This is an optimization exercise on Yosys and OpenROAD, whose aim is small area, a short achievable clock period and few clock cycles per item, not a production implementation. RTL that was checked went through simulation tests only; none was proved equivalent to the original. Power is estimated from default activity; no workload was simulated.

==> flow/design.v <==
package psb_pkg;
    localparam int NUM_SEM    = 8;
    localparam int MAX_TASKS  = 32;
    localparam int CNT_W      = 16;
    localparam int S_TDATA_W  = 48;
    localparam int M_TDATA_W  = 16;
    localparam int CFG_DATA_W = 64;
    localparam logic [1:0] ST_OK      = 2'd0;
    localparam logic [1:0] ST_BLOCKED = 2'd1;
    localparam logic [1:0] ST_REFUSED = 2'd2;
    localparam logic [1:0] ST_TIMEOUT = 2'd3;
endpackage
module psb_prienc (
    input  logic [31:0] vec,
    output logic [31:0] drop,
    output logic [5:0]  prio,
    output logic        two
);
    logic [31:0] s [6];    
    logic [31:0] above;    
    logic [31:0] top;
    logic [15:0] a1, t1;   
    logic [7:0]  a2, t2;
    logic [3:0]  a3, t3;
    logic [1:0]  a4, t4;
    always_comb begin
        s[0] = vec;
        for (int k = 0; k < 5; k++) begin
            for (int i = 0; i < 32; i++) begin
                if (((i >> k) & 1) == 0) s[k+1][i] = s[k][i] | s[k][((i >> k) + 1) << k];
                else                     s[k+1][i] = s[k][i];
            end
        end
        above = {1'b0, s[5][31:1]};
        drop  = vec & above;
        top   = vec & ~above;
        prio  = '0;
        for (int i = 0; i < 32; i++) begin
            prio = prio | ({6{top[i]}} & 6'(i + 1));
        end
        for (int i = 0; i < 16; i++) begin
            a1[i] = vec[2*i] | vec[2*i+1];
            t1[i] = vec[2*i] & vec[2*i+1];
        end
        for (int i = 0; i < 8; i++) begin
            a2[i] = a1[2*i] | a1[2*i+1];
            t2[i] = t1[2*i] | t1[2*i+1] | (a1[2*i] & a1[2*i+1]);
        end
        for (int i = 0; i < 4; i++) begin
            a3[i] = a2[2*i] | a2[2*i+1];
            t3[i] = t2[2*i] | t2[2*i+1] | (a2[2*i] & a2[2*i+1]);
        end
        for (int i = 0; i < 2; i++) begin
            a4[i] = a3[2*i] | a3[2*i+1];
            t4[i] = t3[2*i] | t3[2*i+1] | (a3[2*i] & a3[2*i+1]);
        end
        two = t4[0] | t4[1] | (a4[0] & a4[1]);
    end
endmodule
module psb_core (
    input  logic        aclk,
    input  logic        aresetn,
    input  logic        cfg_mask,     
    input  logic        cfg_counts,   
    input  logic [63:0] cfg_data,
    input  logic        rd_load,      
    input  logic [7:0]  rd_sel,       
    input  logic        ex_fire,
    input  logic [7:0]  sel,          
    input  logic [4:0]  pidx,
    input  logic        op_wait,      
    input  logic        op_block,     
    input  logic        op_sig,       
    input  logic        op_res,       
    output logic [1:0]  status,
    output logic        rel_valid,
    output logic [5:0]  rel_prio
);
    logic [7:0]  cmask_reg;
    logic [15:0] cnt_reg  [8];
    logic [31:0] mask_reg [8];
    logic [15:0] c;
    logic [31:0] b;
    logic        z, full, any, cm;
    logic [15:0] rc;
    logic [31:0] rb;
    logic [15:0] pz [5];
    logic [15:0] po [5];
    logic [15:0] lz, lo;
    logic        eq1, eqfe;
    logic [31:0] pbit;
    logic        hit;         
    logic [31:0] drop;
    logic [5:0]  top_prio;
    logic        two;
    logic        dec, inc, blk;
    logic [15:0] cnt_new;
    logic [31:0] mask_new;
    logic        z_new, full_new, any_new;
    logic        keep;
    logic [15:0] cnt_base;
    logic [31:0] mask_wd;
    logic        fwd;
    logic        rcm;
    always_ff @(posedge aclk) begin
        if (!aresetn) begin
            cmask_reg <= '0;
        end else if (cfg_mask) begin
            cmask_reg <= cfg_data[7:0];
        end
    end
    always_comb begin
        pz[0] = ~c;
        po[0] = c;
        for (int k = 0; k < 4; k++) begin
            for (int i = 0; i < 16; i++) begin
                if ((i >> k) & 1) begin
                    pz[k+1][i] = pz[k][i] & pz[k][((i >> k) << k) - 1];
                    po[k+1][i] = po[k][i] & po[k][((i >> k) << k) - 1];
                end else begin
                    pz[k+1][i] = pz[k][i];
                    po[k+1][i] = po[k][i];
                end
            end
        end
        lz = {pz[4][14:0], 1'b1};
        lo = {po[4][14:0], 1'b1};
    end
    assign eq1  = c[0] & (c[15:1] == 15'd0);
    assign eqfe = ~c[0] & (c[15:1] == 15'h7FFF);
    always_comb begin
        for (int i = 0; i < 32; i++) pbit[i] = (pidx == 5'(i));
    end
    assign hit = b[pidx];
    psb_prienc u_prienc (
        .vec  (b),
        .drop (drop),
        .prio (top_prio),
        .two  (two)
    );
    assign dec     = op_wait & ~z;
    assign inc     = op_sig & ~any & (cm ? ~full : z);
    assign blk     = op_block & z;
    assign cnt_new = c ^ (({16{dec}} & lz) | ({16{inc}} & lo));
    always_comb begin
        mask_new = b;
        if (op_sig)      mask_new = drop;
        else if (op_res) mask_new = b & ~pbit;
        else if (blk)    mask_new = b | pbit;
    end
    assign z_new    = dec ? eq1 : (z & ~inc);
    assign full_new = inc ? eqfe : (full & ~dec);
    assign any_new  = op_sig ? two :
                      op_res ? (two | (any & ~hit)) :
                      (any | blk);
    always_comb begin
        status = psb_pkg::ST_REFUSED;
        if (op_wait) begin
            if (!z)            status = psb_pkg::ST_OK;
            else if (op_block) status = psb_pkg::ST_BLOCKED;
        end else if (op_sig) begin
            if (any | inc)     status = psb_pkg::ST_OK;
        end else if (op_res) begin
            status = hit ? psb_pkg::ST_TIMEOUT : psb_pkg::ST_OK;
        end
    end
    assign rel_valid = op_sig & any;
    assign rel_prio  = op_sig ? top_prio : 6'd0;
    assign keep     = aresetn & ~cfg_counts;
    assign cnt_base = cnt_new & {16{keep}};
    assign mask_wd  = mask_new & {32{keep}};
    for (genvar s = 0; s < 8; s++) begin : g_sem
        logic        we;
        logic [7:0]  bt;
        logic [15:0] cw;
        assign bt = cfg_data[8*s +: 8];
        assign we = ~aresetn | cfg_counts | (ex_fire & sel[s]);
        assign cw[15:8] = cnt_base[15:8];
        assign cw[7:0]  = cfg_counts ?
                          {bt[7:1] & {7{cmask_reg[s]}}, cmask_reg[s] ? bt[0] : (bt != 8'd0)} :
                          cnt_base[7:0];
        always_ff @(posedge aclk) begin
            if (we) begin
                cnt_reg[s]  <= cw;
                mask_reg[s] <= mask_wd;
            end
        end
    end
    assign fwd = ex_fire & ((rd_sel & sel) != 8'd0);
    always_comb begin
        rc  = '0;
        rb  = '0;
        rcm = 1'b0;
        for (int s = 0; s < 8; s++) begin
            rc  = rc  | (cnt_reg[s]  & {16{rd_sel[s]}});
            rb  = rb  | (mask_reg[s] & {32{rd_sel[s]}});
            rcm = rcm | (cmask_reg[s] & rd_sel[s]);
        end
    end
    always_ff @(posedge aclk) begin
        if (rd_load) begin
            if (fwd) begin
                c    <= cnt_new;
                b    <= mask_new;
                z    <= z_new;
                full <= full_new;
                any  <= any_new;
            end else begin
                c    <= rc;
                b    <= rb;
                z    <= (rc == 16'd0);
                full <= (rc == 16'hFFFF);
                any  <= (rb != 32'd0);
            end
            cm <= rcm;
        end
    end
endmodule
module priority_semaphore_bank_top (
    input  logic         aclk,
    input  logic         aresetn,
    input  logic         s_tvalid,
    output logic         s_tready,
    input  logic [47:0]  s_tdata,
    output logic         m_tvalid,
    input  logic         m_tready,
    output logic [15:0]  m_tdata,
    input  logic         cfg_valid,
    output logic         cfg_ready,
    input  logic [0:0]   cfg_index,
    input  logic [63:0]  cfg_data
);
    typedef struct packed {
        logic [7:0] sel;
        logic [4:0] pidx;
        logic       op_wait;
        logic       op_block;
        logic       op_sig;
        logic       op_res;
    } req_t;
    logic       r_vld, x_vld, o0_vld, o1_vld;
    req_t       r_req, x_req, s_req;
    logic [8:0] o0, o1, rsp;
    logic       s_fire, x_fire, r_move, o_pop;
    logic [1:0] mode;
    logic [5:0] prio;
    logic       prio_ok, tmo_nz;
    logic [1:0] status;
    logic       rel_valid;
    logic [5:0] rel_prio;
    assign mode    = s_tdata[1:0];
    assign prio    = s_tdata[10:5];
    assign tmo_nz  = |s_tdata[42:11];
    assign prio_ok = (prio != 6'd0) && (prio <= 6'd32);
    assign s_req.sel      = 8'd1 << s_tdata[4:2];
    assign s_req.pidx     = prio[4:0] - 5'd1;
    assign s_req.op_wait  = (mode == 2'd0);
    assign s_req.op_block = (mode == 2'd0) && tmo_nz && prio_ok;
    assign s_req.op_sig   = (mode == 2'd1);
    assign s_req.op_res   = (mode == 2'd2) && prio_ok;
    assign cfg_ready = 1'b1;
    assign x_fire   = x_vld && !o1_vld;
    assign r_move   = r_vld && (!x_vld || x_fire);
    assign s_tready = !r_vld || !x_vld || x_fire;
    assign s_fire   = s_tvalid && s_tready;
    assign o_pop    = o0_vld && m_tready;
    always_ff @(posedge aclk) begin
        if (!aresetn) begin
            r_vld  <= 1'b0;
            x_vld  <= 1'b0;
            o0_vld <= 1'b0;
            o1_vld <= 1'b0;
        end else begin
            r_vld <= s_fire || (r_vld && !r_move);
            x_vld <= r_move || (x_vld && !x_fire);
            if (!o0_vld || o_pop) begin
                o0_vld <= o1_vld || x_fire;
                o1_vld <= 1'b0;
            end else begin
                o1_vld <= o1_vld || x_fire;
            end
        end
    end
    assign rsp = {rel_prio, rel_valid, status};
    always_ff @(posedge aclk) begin
        if (s_fire) r_req <= s_req;
        if (r_move) x_req <= r_req;
        if (!o0_vld || o_pop) begin
            o0 <= o1_vld ? o1 : rsp;
        end else if (!o1_vld) begin
            o1 <= rsp;
        end
    end
    psb_core u_core (
        .aclk       (aclk),
        .aresetn    (aresetn),
        .cfg_mask   (cfg_valid && (cfg_index == 1'b0)),
        .cfg_counts (cfg_valid && (cfg_index == 1'b1)),
        .cfg_data   (cfg_data),
        .rd_load    (r_move),
        .rd_sel     (r_req.sel),
        .ex_fire    (x_fire),
        .sel        (x_req.sel),
        .pidx       (x_req.pidx),
        .op_wait    (x_req.op_wait),
        .op_block   (x_req.op_block),
        .op_sig     (x_req.op_sig),
        .op_res     (x_req.op_res),
        .status     (status),
        .rel_valid  (rel_valid),
        .rel_prio   (rel_prio)
    );
    assign m_tvalid = o0_vld;
    assign m_tdata  = {7'd0, o0};
endmodule
clock: 5.0 ns
lec_check: 0
cap_margin: 20
core_margin: 2
core_utilization: 40
setup_slack_margin: 2.5
slew_margin: 20
run.sh (not shown) runs the stock make flow with config.mk's settings and CLKGATE_MAP_FILE= SYNTH_SCRIPT=/design/flow/synth_recipe.tcl, a recipe that flattens the netlist after the stock synthesis.
Testbench counts at the start, summed over its fixed seeds: cycles 19,296, items 19,200.
Rerun with:
--- a/flow/design.v
+++ b/flow/design.v
@@ -102,6 +102,7 @@
     logic [31:0] mask_wd;
     logic        fwd;
     logic        rcm;
+    logic [7:0]  rsel;
     always_ff @(posedge aclk) begin
         if (!aresetn) begin
             cmask_reg <= '0;
@@ -186,34 +187,33 @@
             end
         end
     end
-    assign fwd = ex_fire & ((rd_sel & sel) != 8'd0);
+    assign fwd  = ex_fire & ((rd_sel & sel) != 8'd0);
+    assign rsel = rd_load ? rd_sel : sel;
     always_comb begin
         rc  = '0;
         rb  = '0;
         rcm = 1'b0;
         for (int s = 0; s < 8; s++) begin
-            rc  = rc  | (cnt_reg[s]  & {16{rd_sel[s]}});
-            rb  = rb  | (mask_reg[s] & {32{rd_sel[s]}});
-            rcm = rcm | (cmask_reg[s] & rd_sel[s]);
+            rc  = rc  | (cnt_reg[s]  & {16{rsel[s]}});
+            rb  = rb  | (mask_reg[s] & {32{rsel[s]}});
+            rcm = rcm | (cmask_reg[s] & rsel[s]);
         end
     end
     always_ff @(posedge aclk) begin
-        if (rd_load) begin
-            if (fwd) begin
-                c    <= cnt_new;
-                b    <= mask_new;
-                z    <= z_new;
-                full <= full_new;
-                any  <= any_new;
-            end else begin
-                c    <= rc;
-                b    <= rb;
-                z    <= (rc == 16'd0);
-                full <= (rc == 16'hFFFF);
-                any  <= (rb != 32'd0);
-            end
-            cm <= rcm;
+        if (fwd) begin
+            c    <= cnt_new;
+            b    <= mask_new;
+            z    <= z_new;
+            full <= full_new;
+            any  <= any_new;
+        end else begin
+            c    <= rc;
+            b    <= rb;
+            z    <= (rc == 16'd0);
+            full <= (rc == 16'hFFFF);
+            any  <= (rb != 32'd0);
         end
+        cm <= rcm;
     end
 endmodule
 module priority_semaphore_bank_top (
Synthesized cell count climbs slightly.
Routed wire length climbs by a little under a tenth.
Count of clock-buffer cells in the layout climbs by 2.
Critical path depth climbs by 3.
Maximum frequency drops by roughly a tenth.
Clock power climbs by a little under a tenth.
Design area climbs slightly.
Global-route usage climbs by 2.0 points.
Worst setup slack got worse by 0.29 ns.
Only the layout flow was run in the second run of this note; the RTL was not checked for function there.

==> afterwards: timing with drivers on the ports <==
No port has a modelled driver above. Below, the same layouts with a new extraction and two added sets of constraints. Step 1: set_driving_cell puts a clkbuf_16 on aclk and a buf_2 on each other input, an assumption about the parent block. Step 2 moves the port delays by t, midway between the first and last clock arrival at a register: inputs arrive t later, outputs are due t later. That takes back most of the time a late clock gives input paths. Three values: no drivers, after step 1, after step 2; two values: the first two.
| run | shift t [ns] | setup slack, ns | clock arrival spread, ns |
|---|---|---|---|
| the first run | 0.660 | 2.407 / 2.407 / 2.035 | 0.035 / 0.034 |
| the second run | 0.652 | 2.113 / 2.113 / 1.791 | 0.034 / 0.034 |
After both steps every run listed still meets setup and hold. For the first run, which loses most, drivers alone change the setup slack by 0.000 ns; drivers and shift together by -0.372 ns.
